Context: an optimization exercise on an open-source flow, tuned for small area and a short achievable clock period. The choices shown serve that exercise and are no tape-out recipe.
Where RTL was checked, it was by simulation tests only, not by an equivalence proof against the original.

==> 08-19 <==
## fft8_top
module fft8_top (
    input  logic         clk,
    input  logic         rst_n,
    input  logic [79:0]  sample,
    output logic [159:0] result
);
==> flow/config.mk <==
export PLATFORM = sky130hd
export DESIGN_NAME = fft8_top
export DESIGN_NICKNAME = fft8_top
export VERILOG_FILES = /design/flow/design.v
export SDC_FILE = /design/flow/constraint.sdc
export NUM_CORES = 4
export LEC_CHECK = 0
export CAP_MARGIN = 20
export CORE_MARGIN = 2
export CORE_UTILIZATION = 60
export GPL_TIMING_DRIVEN = 1
export SLEW_MARGIN = 20
export SYNTH_HIERARCHICAL = 1
export SYNTH_MINIMUM_KEEP_SIZE = 0
==> flow/constraint.sdc <==
create_clock -name core_clock -period 16.0 [get_ports {clk}]
set_input_delay 3.2000 -clock core_clock [delete_from_list [all_inputs] [get_ports {clk}]]
set_output_delay 3.2000 -clock core_clock [all_outputs]
set_load 0.01 [all_outputs]
standard.sh (not shown) runs the stock make flow with config.mk's settings and CLKGATE_MAP_FILE= SYNTH_SCRIPT=/design/flow/synth_recipe.tcl, a recipe that flattens the netlist after the stock synthesis.
==> flow/flow/run.sh <==
#!/bin/bash
export BUFFER_PORTS_ARGS="-buffer_cell sky130_fd_sc_hd__buf_1"
export CTS_ARGS="-sink_clustering_enable -repair_clock_nets -sink_clustering_size 30 -sink_clustering_max_diameter 60"
bash standard.sh > standard.log 2>&1
==> 04-12 (differences from 08-19) <==
--- a/flow/design.v
+++ b/flow/design.v
@@ -193,38 +193,37 @@
     input  logic [79:0]  sample,
     output logic [159:0] result
 );
     logic [5:0] v;
     always_ff @(posedge clk or negedge rst_n) begin
         if (!rst_n) v <= '0;
         else        v <= {v[4:0], 1'b1};
     end
-    logic [79:0] r1, r2, r3;
+    logic [79:0] r1, r2;
     always_ff @(posedge clk) begin
         r1 <= sample;
         r2 <= r1;
-        r3 <= r2;
     end
-    wire [4:0] x0r = r3[9:5];
-    wire [4:0] x0i = r3[4:0];
-    wire [4:0] x1r = r3[19:15];
-    wire [4:0] x1i = r3[14:10];
-    wire [4:0] x2r = r3[29:25];
-    wire [4:0] x2i = r3[24:20];
-    wire [4:0] x3r = r3[39:35];
-    wire [4:0] x3i = r3[34:30];
-    wire [4:0] x4r = r3[49:45];
-    wire [4:0] x4i = r3[44:40];
-    wire [4:0] x5r = r3[59:55];
-    wire [4:0] x5i = r3[54:50];
-    wire [4:0] x6r = r3[69:65];
-    wire [4:0] x6i = r3[64:60];
-    wire [4:0] x7r = r3[79:75];
-    wire [4:0] x7i = r3[74:70];
+    wire [4:0] x0r = r2[9:5];
+    wire [4:0] x0i = r2[4:0];
+    wire [4:0] x1r = r2[19:15];
+    wire [4:0] x1i = r2[14:10];
+    wire [4:0] x2r = r2[29:25];
+    wire [4:0] x2i = r2[24:20];
+    wire [4:0] x3r = r2[39:35];
+    wire [4:0] x3i = r2[34:30];
+    wire [4:0] x4r = r2[49:45];
+    wire [4:0] x4i = r2[44:40];
+    wire [4:0] x5r = r2[59:55];
+    wire [4:0] x5i = r2[54:50];
+    wire [4:0] x6r = r2[69:65];
+    wire [4:0] x6i = r2[64:60];
+    wire [4:0] x7r = r2[79:75];
+    wire [4:0] x7i = r2[74:70];
     wire [5:0] a0r_d;
     wire [5:1] a0r_d_c;
     assign a0r_d[0] = x0r[0] ^ x4r[0];
     assign a0r_d_c[1] = x0r[0] & x4r[0];
     fft_fa u_a0r_d_1 (.a(x0r[1]), .b(x4r[1]), .ci(a0r_d_c[1]), .s(a0r_d[1]), .co(a0r_d_c[2]));
     fft_fa u_a0r_d_2 (.a(x0r[2]), .b(x4r[2]), .ci(a0r_d_c[2]), .s(a0r_d[2]), .co(a0r_d_c[3]));
     fft_fa u_a0r_d_3 (.a(x0r[3]), .b(x4r[3]), .ci(a0r_d_c[3]), .s(a0r_d[3]), .co(a0r_d_c[4]));
     fft_fa u_a0r_d_4 (.a(x0r[4]), .b(x4r[4]), .ci(a0r_d_c[4]), .s(a0r_d[4]), .co(a0r_d_c[5]));
@@ -538,39 +537,58 @@
     assign b7i_d[0] = a5i[0] ^ a7r[0];
     assign b7i_d_c[1] = a5i[0] & a7r[0];
     fft_fa u_b7i_d_1 (.a(a5i[1]), .b(a7r[1]), .ci(b7i_d_c[1]), .s(b7i_d[1]), .co(b7i_d_c[2]));
     fft_fa u_b7i_d_2 (.a(a5i[2]), .b(a7r[2]), .ci(b7i_d_c[2]), .s(b7i_d[2]), .co(b7i_d_c[3]));
     fft_fa u_b7i_d_3 (.a(a5i[3]), .b(a7r[3]), .ci(b7i_d_c[3]), .s(b7i_d[3]), .co(b7i_d_c[4]));
     fft_fa u_b7i_d_4 (.a(a5i[4]), .b(a7r[4]), .ci(b7i_d_c[4]), .s(b7i_d[4]), .co(b7i_d_c[5]));
     fft_fa u_b7i_d_5 (.a(a5i[5]), .b(a7r[5]), .ci(b7i_d_c[5]), .s(b7i_d[5]), .co(b7i_d_c[6]));
     assign b7i_d[6] = a5i[5] ^ a7r[5] ^ b7i_d_c[6];
-    wire [6:0] f5r_d;
-    fft_f7 u_f5r (.x(b5r_d), .f(f5r_d));
-    wire [6:0] f5i_d;
-    fft_f7 u_f5i (.x(b5i_d), .f(f5i_d));
-    wire [6:0] f7r_d;
-    fft_f7 u_f7r (.x(b7r_d), .f(f7r_d));
-    wire [6:0] f7i_d;
-    fft_f7 u_f7i (.x(b7i_d), .f(f7i_d));
-    logic [6:0] b0r, b0i, b1r, b1i, b2r, b2i, b3r, b3i, b4r, b4i, b6r, b6i;
-    logic [6:0] f5r, f5i, f7r, f7i;
+    logic [6:0] b0r, b0i, b1r, b1i, b2r, b2i, b3r, b3i, b4r, b4i, b5r, b5i, b6r, b6i, b7r, b7i;
     always_ff @(posedge clk) begin
         b0r <= b0r_d;
         b0i <= b0i_d;
         b1r <= b1r_d;
         b1i <= b1i_d;
         b2r <= b2r_d;
         b2i <= b2i_d;
         b3r <= b3r_d;
         b3i <= b3i_d;
         b4r <= b4r_d;
         b4i <= b4i_d;
+        b5r <= b5r_d;
+        b5i <= b5i_d;
         b6r <= b6r_d;
         b6i <= b6i_d;
+        b7r <= b7r_d;
+        b7i <= b7i_d;
+    end
+    wire [6:0] f5r_d;
+    fft_f7 u_f5r (.x(b5r), .f(f5r_d));
+    wire [6:0] f5i_d;
+    fft_f7 u_f5i (.x(b5i), .f(f5i_d));
+    wire [6:0] f7r_d;
+    fft_f7 u_f7r (.x(b7r), .f(f7r_d));
+    wire [6:0] f7i_d;
+    fft_f7 u_f7i (.x(b7i), .f(f7i_d));
+    logic [6:0] e0r, e0i, e1r, e1i, e2r, e2i, e3r, e3i, e4r, e4i, e6r, e6i;
+    logic [6:0] f5r, f5i, f7r, f7i;
+    always_ff @(posedge clk) begin
+        e0r <= b0r;
+        e0i <= b0i;
+        e1r <= b1r;
+        e1i <= b1i;
+        e2r <= b2r;
+        e2i <= b2i;
+        e3r <= b3r;
+        e3i <= b3i;
+        e4r <= b4r;
+        e4i <= b4i;
+        e6r <= b6r;
+        e6i <= b6i;
         f5r <= f5r_d;
         f5i <= f5i_d;
         f7r <= f7r_d;
         f7i <= f7i_d;
     end
     wire [7:0] t1r_d;
     wire [7:1] t1r_d_c;
     assign t1r_d[0] = f5r[0] ^ f5i[0];
@@ -613,28 +631,28 @@
     fft_fa u_u3_d_3 (.a(f7r[3]), .b(f7i[3]), .ci(u3_d_c[3]), .s(u3_d[3]), .co(u3_d_c[4]));
     fft_fa u_u3_d_4 (.a(f7r[4]), .b(f7i[4]), .ci(u3_d_c[4]), .s(u3_d[4]), .co(u3_d_c[5]));
     fft_fa u_u3_d_5 (.a(f7r[5]), .b(f7i[5]), .ci(u3_d_c[5]), .s(u3_d[5]), .co(u3_d_c[6]));
     fft_fa u_u3_d_6 (.a(f7r[6]), .b(f7i[6]), .ci(u3_d_c[6]), .s(u3_d[6]), .co(u3_d_c[7]));
     assign u3_d[7] = f7r[6] ^ f7i[6] ^ u3_d_c[7];
     logic [6:0] c0r, c0i, c1r, c1i, c2r, c2i, c3r, c3i, c4r, c4i, c6r, c6i;
     logic [7:0] t1r, t1i, t3r, u3;
     always_ff @(posedge clk) begin
-        c0r <= b0r;
-        c0i <= b0i;
-        c1r <= b1r;
-        c1i <= b1i;
-        c2r <= b2r;
-        c2i <= b2i;
-        c3r <= b3r;
-        c3i <= b3i;
-        c4r <= b4r;
-        c4i <= b4i;
-        c6r <= b6r;
-        c6i <= b6i;
+        c0r <= e0r;
+        c0i <= e0i;
+        c1r <= e1r;
+        c1i <= e1i;
+        c2r <= e2r;
+        c2i <= e2i;
+        c3r <= e3r;
+        c3i <= e3i;
+        c4r <= e4r;
+        c4i <= e4i;
+        c6r <= e6r;
+        c6i <= e6i;
         t1r <= t1r_d;
         t1i <= t1i_d;
         t3r <= t3r_d;
         u3  <= u3_d;
     end
     wire [8:0] y0r_d;
     wire [8:1] y0r_d_c;
     assign y0r_d[0] = c0r[0] ^ c4r[0];
==> flow/flow/run.sh (replaced) <==
#!/bin/bash
# The standard ORFS layout, with three changes:
#  - the smallest buffer (sky130_fd_sc_hd__buf_1) on every port,
#  - larger clock-tree sink clusters,
#  - after placement, each flip-flop that drives an output buffer is moved
#    next to that buffer (flow/pull_out_ffs.tcl) and the placement legalized.
# Each tool's full output goes to a log of its own in this folder.
set -euo pipefail
export BUFFER_PORTS_ARGS="-buffer_cell sky130_fd_sc_hd__buf_1"
export CTS_ARGS="-sink_clustering_enable -repair_clock_nets -sink_clustering_size 30 -sink_clustering_max_diameter 60"
bash standard.sh place > standard_place.log 2>&1
PLACE_ODB=orfs/results/${FLOW_PLATFORM}/fft8_top/base/3_place.odb \
  openroad -no_init -exit flow/pull_out_ffs.tcl > pull_out_ffs.log 2>&1
bash standard.sh > standard.log 2>&1
==> flow/flow/pull_out_ffs.tcl (new file) <==
# Moves every flip-flop that drives an output-port buffer next to that buffer,
# then legalizes the placement. Reads and writes the placed database given in
# the environment (PLACE_ODB).
read_db $::env(PLACE_ODB)
set block [ord::get_db_block]
set moved 0
set sumx [dict create]
set sumy [dict create]
set cnt [dict create]
foreach bterm [$block getBTerms] {
  if {[$bterm getIoType] ne "OUTPUT"} { continue }
  set net [$bterm getNet]
  set buf ""
  foreach it [$net getITerms] {
    if {[$it isOutputSignal]} { set buf [$it getInst] }
  }
  if {$buf eq ""} { continue }
  set innet ""
  foreach it [$buf getITerms] {
    if {[$it isInputSignal]} { set innet [$it getNet] }
  }
  if {$innet eq ""} { continue }
  set ff ""
  foreach it [$innet getITerms] {
    if {[$it isOutputSignal]} { set ff [$it getInst] }
  }
  if {$ff eq ""} { continue }
  if {![string match "*df*" [[$ff getMaster] getName]]} { continue }
  set bb [$buf getBBox]
  set x [expr {([$bb xMin] + [$bb xMax]) / 2}]
  set y [expr {([$bb yMin] + [$bb yMax]) / 2}]
  set name [$ff getName]
  if {![dict exists $cnt $name]} {
    dict set cnt $name 0
    dict set sumx $name 0
    dict set sumy $name 0
  }
  dict incr cnt $name
  dict set sumx $name [expr {[dict get $sumx $name] + $x}]
  dict set sumy $name [expr {[dict get $sumy $name] + $y}]
}
foreach name [dict keys $cnt] {
  set ff [$block findInst $name]
  set n [dict get $cnt $name]
  set x [expr {[dict get $sumx $name] / $n}]
  set y [expr {[dict get $sumy $name] / $n}]
  set m [$ff getMaster]
  $ff setLocation [expr {$x - [$m getWidth] / 2}] [expr {$y - [$m getHeight] / 2}]
  $ff setPlacementStatus PLACED
  incr moved
}
puts "pull_out_ffs: moved $moved flip-flops"
detailed_placement
check_placement -verbose
write_db $::env(PLACE_ODB)
Settings changed: GPL_TIMING_DRIVEN 1 to not set.
==> 12-07 (differences from 08-19) <==
--- a/flow/design.v
+++ b/flow/design.v
@@ -193,38 +193,37 @@
     input  logic [79:0]  sample,
     output logic [159:0] result
 );
     logic [5:0] v;
     always_ff @(posedge clk or negedge rst_n) begin
         if (!rst_n) v <= '0;
         else        v <= {v[4:0], 1'b1};
     end
-    logic [79:0] r1, r2, r3;
+    logic [79:0] r1, r2;
     always_ff @(posedge clk) begin
         r1 <= sample;
         r2 <= r1;
-        r3 <= r2;
     end
-    wire [4:0] x0r = r3[9:5];
-    wire [4:0] x0i = r3[4:0];
-    wire [4:0] x1r = r3[19:15];
-    wire [4:0] x1i = r3[14:10];
-    wire [4:0] x2r = r3[29:25];
-    wire [4:0] x2i = r3[24:20];
-    wire [4:0] x3r = r3[39:35];
-    wire [4:0] x3i = r3[34:30];
-    wire [4:0] x4r = r3[49:45];
-    wire [4:0] x4i = r3[44:40];
-    wire [4:0] x5r = r3[59:55];
-    wire [4:0] x5i = r3[54:50];
-    wire [4:0] x6r = r3[69:65];
-    wire [4:0] x6i = r3[64:60];
-    wire [4:0] x7r = r3[79:75];
-    wire [4:0] x7i = r3[74:70];
+    wire [4:0] x0r = r2[9:5];
+    wire [4:0] x0i = r2[4:0];
+    wire [4:0] x1r = r2[19:15];
+    wire [4:0] x1i = r2[14:10];
+    wire [4:0] x2r = r2[29:25];
+    wire [4:0] x2i = r2[24:20];
+    wire [4:0] x3r = r2[39:35];
+    wire [4:0] x3i = r2[34:30];
+    wire [4:0] x4r = r2[49:45];
+    wire [4:0] x4i = r2[44:40];
+    wire [4:0] x5r = r2[59:55];
+    wire [4:0] x5i = r2[54:50];
+    wire [4:0] x6r = r2[69:65];
+    wire [4:0] x6i = r2[64:60];
+    wire [4:0] x7r = r2[79:75];
+    wire [4:0] x7i = r2[74:70];
     wire [5:0] a0r_d;
     wire [5:1] a0r_d_c;
     assign a0r_d[0] = x0r[0] ^ x4r[0];
     assign a0r_d_c[1] = x0r[0] & x4r[0];
     fft_fa u_a0r_d_1 (.a(x0r[1]), .b(x4r[1]), .ci(a0r_d_c[1]), .s(a0r_d[1]), .co(a0r_d_c[2]));
     fft_fa u_a0r_d_2 (.a(x0r[2]), .b(x4r[2]), .ci(a0r_d_c[2]), .s(a0r_d[2]), .co(a0r_d_c[3]));
     fft_fa u_a0r_d_3 (.a(x0r[3]), .b(x4r[3]), .ci(a0r_d_c[3]), .s(a0r_d[3]), .co(a0r_d_c[4]));
     fft_fa u_a0r_d_4 (.a(x0r[4]), .b(x4r[4]), .ci(a0r_d_c[4]), .s(a0r_d[4]), .co(a0r_d_c[5]));
@@ -538,39 +537,58 @@
     assign b7i_d[0] = a5i[0] ^ a7r[0];
     assign b7i_d_c[1] = a5i[0] & a7r[0];
     fft_fa u_b7i_d_1 (.a(a5i[1]), .b(a7r[1]), .ci(b7i_d_c[1]), .s(b7i_d[1]), .co(b7i_d_c[2]));
     fft_fa u_b7i_d_2 (.a(a5i[2]), .b(a7r[2]), .ci(b7i_d_c[2]), .s(b7i_d[2]), .co(b7i_d_c[3]));
     fft_fa u_b7i_d_3 (.a(a5i[3]), .b(a7r[3]), .ci(b7i_d_c[3]), .s(b7i_d[3]), .co(b7i_d_c[4]));
     fft_fa u_b7i_d_4 (.a(a5i[4]), .b(a7r[4]), .ci(b7i_d_c[4]), .s(b7i_d[4]), .co(b7i_d_c[5]));
     fft_fa u_b7i_d_5 (.a(a5i[5]), .b(a7r[5]), .ci(b7i_d_c[5]), .s(b7i_d[5]), .co(b7i_d_c[6]));
     assign b7i_d[6] = a5i[5] ^ a7r[5] ^ b7i_d_c[6];
-    wire [6:0] f5r_d;
-    fft_f7 u_f5r (.x(b5r_d), .f(f5r_d));
-    wire [6:0] f5i_d;
-    fft_f7 u_f5i (.x(b5i_d), .f(f5i_d));
-    wire [6:0] f7r_d;
-    fft_f7 u_f7r (.x(b7r_d), .f(f7r_d));
-    wire [6:0] f7i_d;
-    fft_f7 u_f7i (.x(b7i_d), .f(f7i_d));
-    logic [6:0] b0r, b0i, b1r, b1i, b2r, b2i, b3r, b3i, b4r, b4i, b6r, b6i;
-    logic [6:0] f5r, f5i, f7r, f7i;
+    logic [6:0] b0r, b0i, b1r, b1i, b2r, b2i, b3r, b3i, b4r, b4i, b5r, b5i, b6r, b6i, b7r, b7i;
     always_ff @(posedge clk) begin
         b0r <= b0r_d;
         b0i <= b0i_d;
         b1r <= b1r_d;
         b1i <= b1i_d;
         b2r <= b2r_d;
         b2i <= b2i_d;
         b3r <= b3r_d;
         b3i <= b3i_d;
         b4r <= b4r_d;
         b4i <= b4i_d;
+        b5r <= b5r_d;
+        b5i <= b5i_d;
         b6r <= b6r_d;
         b6i <= b6i_d;
+        b7r <= b7r_d;
+        b7i <= b7i_d;
+    end
+    wire [6:0] f5r_d;
+    fft_f7 u_f5r (.x(b5r), .f(f5r_d));
+    wire [6:0] f5i_d;
+    fft_f7 u_f5i (.x(b5i), .f(f5i_d));
+    wire [6:0] f7r_d;
+    fft_f7 u_f7r (.x(b7r), .f(f7r_d));
+    wire [6:0] f7i_d;
+    fft_f7 u_f7i (.x(b7i), .f(f7i_d));
+    logic [6:0] e0r, e0i, e1r, e1i, e2r, e2i, e3r, e3i, e4r, e4i, e6r, e6i;
+    logic [6:0] f5r, f5i, f7r, f7i;
+    always_ff @(posedge clk) begin
+        e0r <= b0r;
+        e0i <= b0i;
+        e1r <= b1r;
+        e1i <= b1i;
+        e2r <= b2r;
+        e2i <= b2i;
+        e3r <= b3r;
+        e3i <= b3i;
+        e4r <= b4r;
+        e4i <= b4i;
+        e6r <= b6r;
+        e6i <= b6i;
         f5r <= f5r_d;
         f5i <= f5i_d;
         f7r <= f7r_d;
         f7i <= f7i_d;
     end
     wire [7:0] t1r_d;
     wire [7:1] t1r_d_c;
     assign t1r_d[0] = f5r[0] ^ f5i[0];
@@ -613,28 +631,28 @@
     fft_fa u_u3_d_3 (.a(f7r[3]), .b(f7i[3]), .ci(u3_d_c[3]), .s(u3_d[3]), .co(u3_d_c[4]));
     fft_fa u_u3_d_4 (.a(f7r[4]), .b(f7i[4]), .ci(u3_d_c[4]), .s(u3_d[4]), .co(u3_d_c[5]));
     fft_fa u_u3_d_5 (.a(f7r[5]), .b(f7i[5]), .ci(u3_d_c[5]), .s(u3_d[5]), .co(u3_d_c[6]));
     fft_fa u_u3_d_6 (.a(f7r[6]), .b(f7i[6]), .ci(u3_d_c[6]), .s(u3_d[6]), .co(u3_d_c[7]));
     assign u3_d[7] = f7r[6] ^ f7i[6] ^ u3_d_c[7];
     logic [6:0] c0r, c0i, c1r, c1i, c2r, c2i, c3r, c3i, c4r, c4i, c6r, c6i;
     logic [7:0] t1r, t1i, t3r, u3;
     always_ff @(posedge clk) begin
-        c0r <= b0r;
-        c0i <= b0i;
-        c1r <= b1r;
-        c1i <= b1i;
-        c2r <= b2r;
-        c2i <= b2i;
-        c3r <= b3r;
-        c3i <= b3i;
-        c4r <= b4r;
-        c4i <= b4i;
-        c6r <= b6r;
-        c6i <= b6i;
+        c0r <= e0r;
+        c0i <= e0i;
+        c1r <= e1r;
+        c1i <= e1i;
+        c2r <= e2r;
+        c2i <= e2i;
+        c3r <= e3r;
+        c3i <= e3i;
+        c4r <= e4r;
+        c4i <= e4i;
+        c6r <= e6r;
+        c6i <= e6i;
         t1r <= t1r_d;
         t1i <= t1i_d;
         t3r <= t3r_d;
         u3  <= u3_d;
     end
     wire [8:0] y0r_d;
     wire [8:1] y0r_d_c;
     assign y0r_d[0] = c0r[0] ^ c4r[0];
Settings changed: GPL_TIMING_DRIVEN 1 to not set.
==> summary.log <==
INFO  run_status     result_of_the_run=complete, no violations
INFO  synthesis      synth-adder-area-share=24.8%
INFO  critical_path  worst_ep_required_time=12.80ns
INFO  placement      dp_hpwl=36900um
INFO  synthesis      synthesis.area=0.0260mm^2
INFO  placement      dpl_worst_slack=10.99ns
INFO  finish         final_core_util=67.0%
INFO  placement      dp_cells=2605
INFO  finish         layout_top_registers=r1: 80 flops, r2: 80 flops
The numbers above come from 04-12.

==> summary.log <==
INFO  finish         final_core_util=66.8%
INFO  run_status     result_of_the_run=complete, no violations
INFO  floorplan      chipWidth=212um
INFO  synthesis      synthesis.area=0.0260mm^2
INFO  placement      dpl_worst_slack=10.99ns
The numbers above come from 12-07.

==> summary.log <==
INFO  placement      dp_cells=2534
INFO  critical_path  cpMaxStageDelayCell=xnor2_1
INFO  finish         layout_top_registers=r1: 80 flops, r2: 80 flops, r3: 80 flops
INFO  run_status     result_of_the_run=complete, no violations
INFO  critical_path  worst_ep_required_time=16.48ns
INFO  sta            max_slew.worst_pin.slew=0.933ns
INFO  sta            rsz_0062_raised_after_global_routing=false
INFO  synthesis      synth-adder-area-share=25.3%
INFO  placement      dpl_worst_slack=10.08ns
The numbers above come from 08-19.

For 08-19, only the layout was checked, not whether the RTL still works.

## what the ideal ports hide
The flow's constraints put no driver on any port. The routed layouts listed below were extracted and timed again, unchanged, in two steps.
Step 1 (the two cells are an assumption about what drives the block):
set clk [get_ports {clk}]
set_driving_cell -lib_cell sky130_fd_sc_hd__clkbuf_16 $clk
set_driving_cell -lib_cell sky130_fd_sc_hd__buf_2 [delete_from_list [all_inputs] $clk]
Step 2, shift: input delay + t, output delay - t, t = (earliest + latest rising clock arrival at the registers) / 2. This alone moves slack from input paths to output paths.
Slacks: ideal ports / drivers / drivers and shift; pairs: ideal ports / drivers.
run | shift t [ns] | setup WS [ns] | worst hold slack (ns)
08-19 | 0.629 | 9.988 / 9.988 / 9.988 | 0.327 / 0.327 / 0.327
04-12 | 0.631 | 11.638 / 11.582 / 11.493 | 0.312 / 0.312 / 0.312
12-07 | 0.631 | 11.625 / 11.567 / 11.494 | 0.320 / 0.320 / 0.320
After both steps setup and hold are still met in every run listed. For 04-12, which loses most, drivers alone change the setup slack by -0.056 ns; drivers and shift together by -0.145 ns. Setup slack includes reset recovery checks.
